This is an optimization exercise on Yosys and OpenROAD, whose aim is small area, a short achievable clock period and few clock cycles, not a production implementation. RTL that was checked went through simulation tests only; none was proved equivalent to the original. Power is estimated from default activity; no workload was simulated.

==> flow/design.v (excerpt) <==
module word_length_histogram (
  input  logic                     clk,
  input  logic                     rst,
  input  logic                     start,
  input  wlh_pkg::in_item_t        cmd,
  output logic                     busy,
  input  logic                     cfg_wr_en,
  input  logic [wlh_pkg::BAR_W-1:0] cfg_wr_data,
  output logic                     result_strobe,
  output wlh_pkg::out_item_t       result
);
clock: 7.0 ns
lec_check: 0
abc_area: 1
cap_margin: 20
core_margin: 2
core_utilization: 40
setup_slack_margin: 4.5
slew_margin: 20
tns_end_percent: 5
standard.sh (not shown) runs the stock make flow with config.mk's settings and CLKGATE_MAP_FILE= SYNTH_SCRIPT=/design/flow/synth_recipe.tcl, a recipe that flattens the netlist after the stock synthesis.
==> flow/flow/run.sh <==
#!/bin/bash
# Standard layout, with two changes to how it is made: the port buffers are
# buf_4 cells instead of the default pick, and timing repair may resize a
# cell into any footprint. Everything else is the standard.sh.
set -euo pipefail
bash standard.sh MATCH_CELL_FOOTPRINT=0 "BUFFER_PORTS_ARGS=-buffer_cell sky130_fd_sc_hd__buf_4" finish > standard_flow.log 2>&1
The baseline passed the timing, DRC and antenna checks.
Testbench counts at the start, summed over its fixed seeds: cycles 35,346.
==> next run, changes <==
PLACE_DENSITY = 0.8   (was unset)
Result:
- The changed run went through all stages and came out clean
- final area drops by 0.74%
- utilization drops by 0.36 points
- setup slack is worse by 0.0063 ns

========
word_length_histogram, a different RTL version from the one above (not shown whole).
Size: roughly 3600 cells after synthesis, about 590 flip-flops, roughly 77 I/O pins.
## word_length_histogram
module word_length_histogram (
  input  logic                     clk,
  input  logic                     rst,
  input  logic                     start,
  input  wlh_pkg::in_item_t        cmd,
  output logic                     busy,
  input  logic                     cfg_wr_en,
  input  logic [wlh_pkg::BAR_W-1:0] cfg_wr_data,
  output logic                     result_strobe,
  output wlh_pkg::out_item_t       result
);
export LEC_CHECK = 0
export ABC_AREA = 1
export CAP_MARGIN = 20
export CORE_MARGIN = 2
export CORE_UTILIZATION = 60
export CTS_CLUSTER_DIAMETER = 100
export CTS_CLUSTER_SIZE = 20
export PLACE_DENSITY = 0.85
export SETUP_SLACK_MARGIN = 4.5
export SLEW_MARGIN = 20
export TNS_END_PERCENT = 5
create_clock -name core_clock -period 7.0 [get_ports {clk}]
Scripts as last shown in full above: flow/flow/run.sh
The starting point finished with timing, DRC and antenna clean.
Testbench counts at the start, summed over its fixed seeds: cycles 35,346.
Change:
CORE_UTILIZATION = 40   (was 60)
CTS_CLUSTER_DIAMETER = not set   (was 100)
CTS_CLUSTER_SIZE = not set   (was 20)
PLACE_DENSITY = 0.8   (was 0.85)
Power increases by a little under a tenth.
Global-route usage came out lower by 10 points.
Synthesized area is unchanged.
Setup slack gets worse by 0.0065 ns.
First-iteration DRC count went down by roughly a tenth.
Clock skew shrinks by 0.014 ns.

========
Another version of the RTL of word_length_histogram (not shown whole).
Size in the first run: roughly 560 flip-flops, roughly 77 I/O pins.
// word_length_histogram
module word_length_histogram (
  input  logic                     clk,
  input  logic                     rst,
  input  logic                     start,
  input  wlh_pkg::in_item_t        cmd,
  output logic                     busy,
  input  logic                     cfg_wr_en,
  input  logic [wlh_pkg::BAR_W-1:0] cfg_wr_data,
  output logic                     result_strobe,
  output wlh_pkg::out_item_t       result
);
clock: 7.0 ns
lec_check: 0
abc_clock_period_in_ps: 2800
cap_margin: 20
core_margin: 2
core_utilization: 40
setup_slack_margin: 4.2
slew_margin: 20
run.sh (not shown) runs the stock make flow with config.mk's settings and CLKGATE_MAP_FILE= SYNTH_SCRIPT=/design/flow/synth_recipe.tcl, a recipe that flattens the netlist after the stock synthesis.
Stock flow here: none of the scripts above is used.
The baseline completed with no timing, DRC or antenna violations.
==> next run, changes <==
ABC_CLOCK_PERIOD_IN_PS = not set   (was 2800)
SETUP_SLACK_MARGIN = not set   (was 4.2)
The new run produced a clean layout.
Routed wire length drops by 13%.
Utilization drops by 7.6 points.
Clock power is about the same.
Worst setup slack degrades by 1.1 ns.
Die area does not change.
Via count drops by 9.0%.
Cell area drops by 14%.
Count of clock-buffer cells in the layout stays the same.
==> next run, changes <==
SETUP_SLACK_MARGIN = 4.2   (was not set)
The new run finished clean.
Area after synthesis is unchanged.
Via count climbs by roughly a tenth.
Clock power hardly moves.
No functional check of the RTL was part of any run of this note.

========
## oak
word_length_histogram with an RTL version that a note above also has.
For scale: roughly 3600 cells after synthesis, about 31000 um2 of cells after synthesis.
Settings: LEC_CHECK=0, ABC_AREA=1, CAP_MARGIN=20, CORE_MARGIN=2, CORE_UTILIZATION=55, CTS_CLUSTER_DIAMETER=100, CTS_CLUSTER_SIZE=20, PLACE_DENSITY=0.8, SETUP_SLACK_MARGIN=4.5, SLEW_MARGIN=20, TNS_END_PERCENT=5; clock period 7.0 ns.
standard.sh (not shown) runs the stock make flow with config.mk's settings and CLKGATE_MAP_FILE= SYNTH_SCRIPT=/design/flow/synth_recipe.tcl, a recipe that flattens the netlist after the stock synthesis.
Scripts as last shown in full above: flow/flow/run.sh
oak ended with every stage complete and zero timing, DRC or antenna violations.
Testbench counts of oak, summed over its fixed seeds: cycles 35,346.
Here is what was changed in the inputs of pine compared with oak.
--- a/flow/config.mk
+++ b/flow/config.mk
@@ -10,6 +10,6 @@
 export CORE_MARGIN = 2
 export CORE_UTILIZATION = 55
-export CTS_CLUSTER_DIAMETER = 100
-export CTS_CLUSTER_SIZE = 20
+export CTS_CLUSTER_DIAMETER = 120
+export CTS_CLUSTER_SIZE = 26
 export PLACE_DENSITY = 0.8
 export SETUP_SLACK_MARGIN = 4.5
## What came out
- Global-route track usage on met2: lower on oak
- The sequential cell count on oak is in line with that on pine.
- From oak to pine the numbers moved as follows: combinational share of power moved up; total wire length went up by about 1.2%; multi-input gate share of the layout cell area rose 0.34 points; final critical delay including setup and external delays saw an increase.
- Diff oak and pine: length in cells of the worst reg-to-reg path lower in oak

========
try-tundra:
Starting RTL as in the previous note.
clock: 7.0 ns
lec_check: 0
abc_area: 1
cap_margin: 20
core_margin: 2
core_utilization: 55
place_density: 0.8
setup_slack_margin: 4.5
slew_margin: 20
tns_end_percent: 5
Scripts as last shown in full above: flow/flow/run.sh
try-tundra was carried through to the last stage, and its layout satisfied the timing, DRC and antenna checks.
Testbench counts of try-tundra, summed over its fixed seeds: cycles 35,346.
## Diff of input files: try-amber against try-tundra
Settings: changing SETUP_SLACK_MARGIN from 4.5 to 4.3; setting CTS_CLUSTER_DIAMETER to 100 for the first time; setting CTS_CLUSTER_SIZE to 20 for the first time.
==> results.txt <==
For first-iteration DRC count, dividing the value from try-amber by the value from try-tundra gives 0.874. try-amber vs try-tundra — power density over the cells dropped 24 nW/µm². The lower first-pass GRT wire length of try-tundra and try-amber is in try-amber. try-amber vs. try-tundra: worst clock skew did not really move, number of nets at the end of the flow decreased by about 2.3% relative to the old numbers, met2 layer wire length in the routed design fell by 8.0%, layout cell share with drive strength beyond 1 decreased 5.3 points. Comparing try-tundra and try-amber, the lower setup slack is on try-amber. try-tundra → try-amber: design area now sits lower, total number of multi-input combinational cells now sits at about the same level, arrival time reported for the critical path endpoint now sits higher.
Setup changes, try-amber to try-ember
Settings: SETUP_SLACK_MARGIN: 4.3 -> 4.8; CTS_CLUSTER_SIZE: 20 -> unset; CTS_CLUSTER_DIAMETER: 100 -> unset.
- On register-to-register slack, try-amber tracks try-ember almost exactly.
- Relative to try-amber, number of cells on the worst reg-to-reg path increased by 7 in try-ember.
- Taking try-amber as the reference point, the delay of the slowest critical-path stage of try-ember falls by 0.09 ns.
- Number of enable flip-flop cells after synthesis: try-amber vs try-ember identical
- result[43] as the capture point of the worst path was reported by try-amber, and w1[16]$_DFF_P_ by try-ember.
- Between try-amber and try-ember, critical path data required time increased.
- Between try-ember and try-amber, the number of placed instances with taps included does not differ in any meaningful way.
- Going from try-amber to try-ember, average detailed-routed wire length per instance grows by 1.2 µm.
- Per the comparison of try-ember with try-amber, clock network latency to the later pin of the worst-skew pair grew by 0.03 ns; static leakage rose about 8%; met2 track demand over resource moved up; first-pass GRT wire length shows an increase of about 4%.

========
## run 1
Another version of the RTL of word_length_histogram (not shown whole).
For scale: about 620 flip-flops, roughly 77 I/O pins.
Settings: LEC_CHECK=0, CAP_MARGIN=20, CORE_MARGIN=2, CORE_UTILIZATION=40, SETUP_SLACK_MARGIN=4.2, SLEW_MARGIN=20, TNS_END_PERCENT=5; clock period 7.0 ns.
Scripts as last shown in full above: flow/flow/run.sh
Per the final summary, run 1 finished and its layout is clean on timing, DRC and antenna.
Modified inputs, run 2 compared to run 1
Settings: SETUP_SLACK_MARGIN now 4.5, was 4.2.
==> flow/run.sh (new file) <==
#!/bin/bash
# synth_recipe.tcl (not shown) runs the flow's synth.tcl, then flattens the netlist and writes it again
# the make line also repeats each setting of config.mk as NAME=value (left out here)
make -C /OpenROAD-flow-scripts/flow DESIGN_CONFIG=/design/flow/config.mk WORK_HOME=/design/flow/orfs CLKGATE_MAP_FILE= SYNTH_SCRIPT=/design/flow/synth_recipe.tcl finish
removed: flow/flow/run.sh
removed: flow/standard.sh
==> comparison <==
Run 2 vs. run 1: number of non-clock buffers in the layout went up 17%; data required time of the worst path lower; global-route usage picked up an extra 0.71 points; clock power share now smaller. Run 1 → run 2: cell internal power dissipation went up, critical path depth went up, combinational cell fraction of total power went up, total area of sequential cells did not really move.
#### Input delta (run 3 over run 2)
Settings: SETUP_SLACK_MARGIN: 4.5 -> 3.8.
==> flow/flow/run.sh (new file) <==
#!/bin/bash
# Standard layout, with two changes to how it is made: the port buffers are
# buf_4 cells instead of the default pick, and timing repair may resize a
# cell into any footprint. Everything else is the standard.sh.
set -euo pipefail
bash standard.sh MATCH_CELL_FOOTPRINT=0 "BUFFER_PORTS_ARGS=-buffer_cell sky130_fd_sc_hd__buf_4" finish > standard_flow.log 2>&1
==> flow/standard.sh (new file) <==
#!/bin/bash
# synth_recipe.tcl (not shown) runs the flow's synth.tcl, then flattens the netlist and writes it again
# the make line also repeats each setting of config.mk as NAME=value (left out here)
make -C /OpenROAD-flow-scripts/flow DESIGN_CONFIG=/design/flow/config.mk WORK_HOME=/design/flow/orfs CLKGATE_MAP_FILE= SYNTH_SCRIPT=/design/flow/synth_recipe.tcl "${@:-finish}"
removed: flow/run.sh
## What came out
- met2 track demand over resource down 2.3 points in run 3 wrt run 2
- In the tables for run 2 and run 3, time the final worst path needs with I/O delays and setup reads lower with run 2.
- Looking only at number of cells on the critical path, and setting everything else aside, the lower value of run 2 and run 3 goes to run 3.
- Per the comparison of run 3 with run 2, routed wire length per instance dropped about 2.5%, post-route total power shrank by about 6%, utilization after layout lost 3.7 points, maximum VDD drop increased by about 12% relative to the old numbers.
- | final period utilization | higher: run 3 |
- Hold slack, run 2 and run 3, lower one = run 3.
- Post-detailed-placement half-perimeter wirelength delta (run 3 -> run 2): insignificant
- For the sequential share of cell area, run 3 came in 3.3 points higher than run 2 did.
- The start point of the critical path comes out rd_data[0] in one run and peak_rep[0] in the other, namely in run 3 and run 2 respectively.
Function was not checked in any run of this note: the RTL went through the layout flow alone.

-- separate check: timing with driven ports --
In the flow no input, the clock included, has a driving cell. The finished layouts below were timed again as built, in two steps.
Step 1 sets driving cells, clkbuf_16 on the clock port and buf_2 on the other inputs (assumed; they add their load-dependent delay and slew).
Step 2 adds t to the input delays and takes it off the output delays; t is the mean of the earliest and latest rising clock arrival at the registers after step 1. Input paths then give back, and output paths get back, about the clock's delay inside the block.
Three values: no drivers, after step 1, after step 2; two values: the first two.
run	t (ns)	setup slack, ns	clock arrival spread, ns
the first run of note 1	0.664	4.287 / 4.270 / 3.774	0.025 / 0.024
the second run of note 1	0.700	4.281 / 4.218 / 3.807	0.036 / 0.036
the first run of note 2	0.660	4.234 / 4.234 / 3.728	0.041 / 0.042
the second run of note 2	0.712	4.228 / 4.198 / 3.825	0.025 / 0.025
the first run of note 3	0.694	2.083 / 2.083 / 2.083	0.085 / 0.085
the second run of note 3	0.680	0.939 / 0.939 / 0.939	0.085 / 0.085
the third run of note 3	0.694	2.083 / 2.083 / 2.083	0.085 / 0.085
oak	0.649	4.339 / 4.278 / 3.902	0.035 / 0.034
pine	0.666	4.315 / 4.257 / 3.800	0.024 / 0.024
try-tundra	0.709	4.298 / 4.239 / 3.757	0.035 / 0.034
try-amber	0.645	4.192 / 4.132 / 3.782	0.037 / 0.037
try-ember	0.680	4.281 / 4.281 / 3.665	0.016 / 0.015
run 1	0.679	3.997 / 3.997 / 3.678	0.023 / 0.022
run 2	0.665	4.006 / 3.973 / 3.936	0.040 / 0.040
run 3	0.675	3.708 / 3.708 / 3.708	0.032 / 0.033
After both steps setup and hold are still met in every run listed. The setup slack of try-ember, which loses most, moves by 0.000 ns with the drivers and by -0.616 ns with both steps.
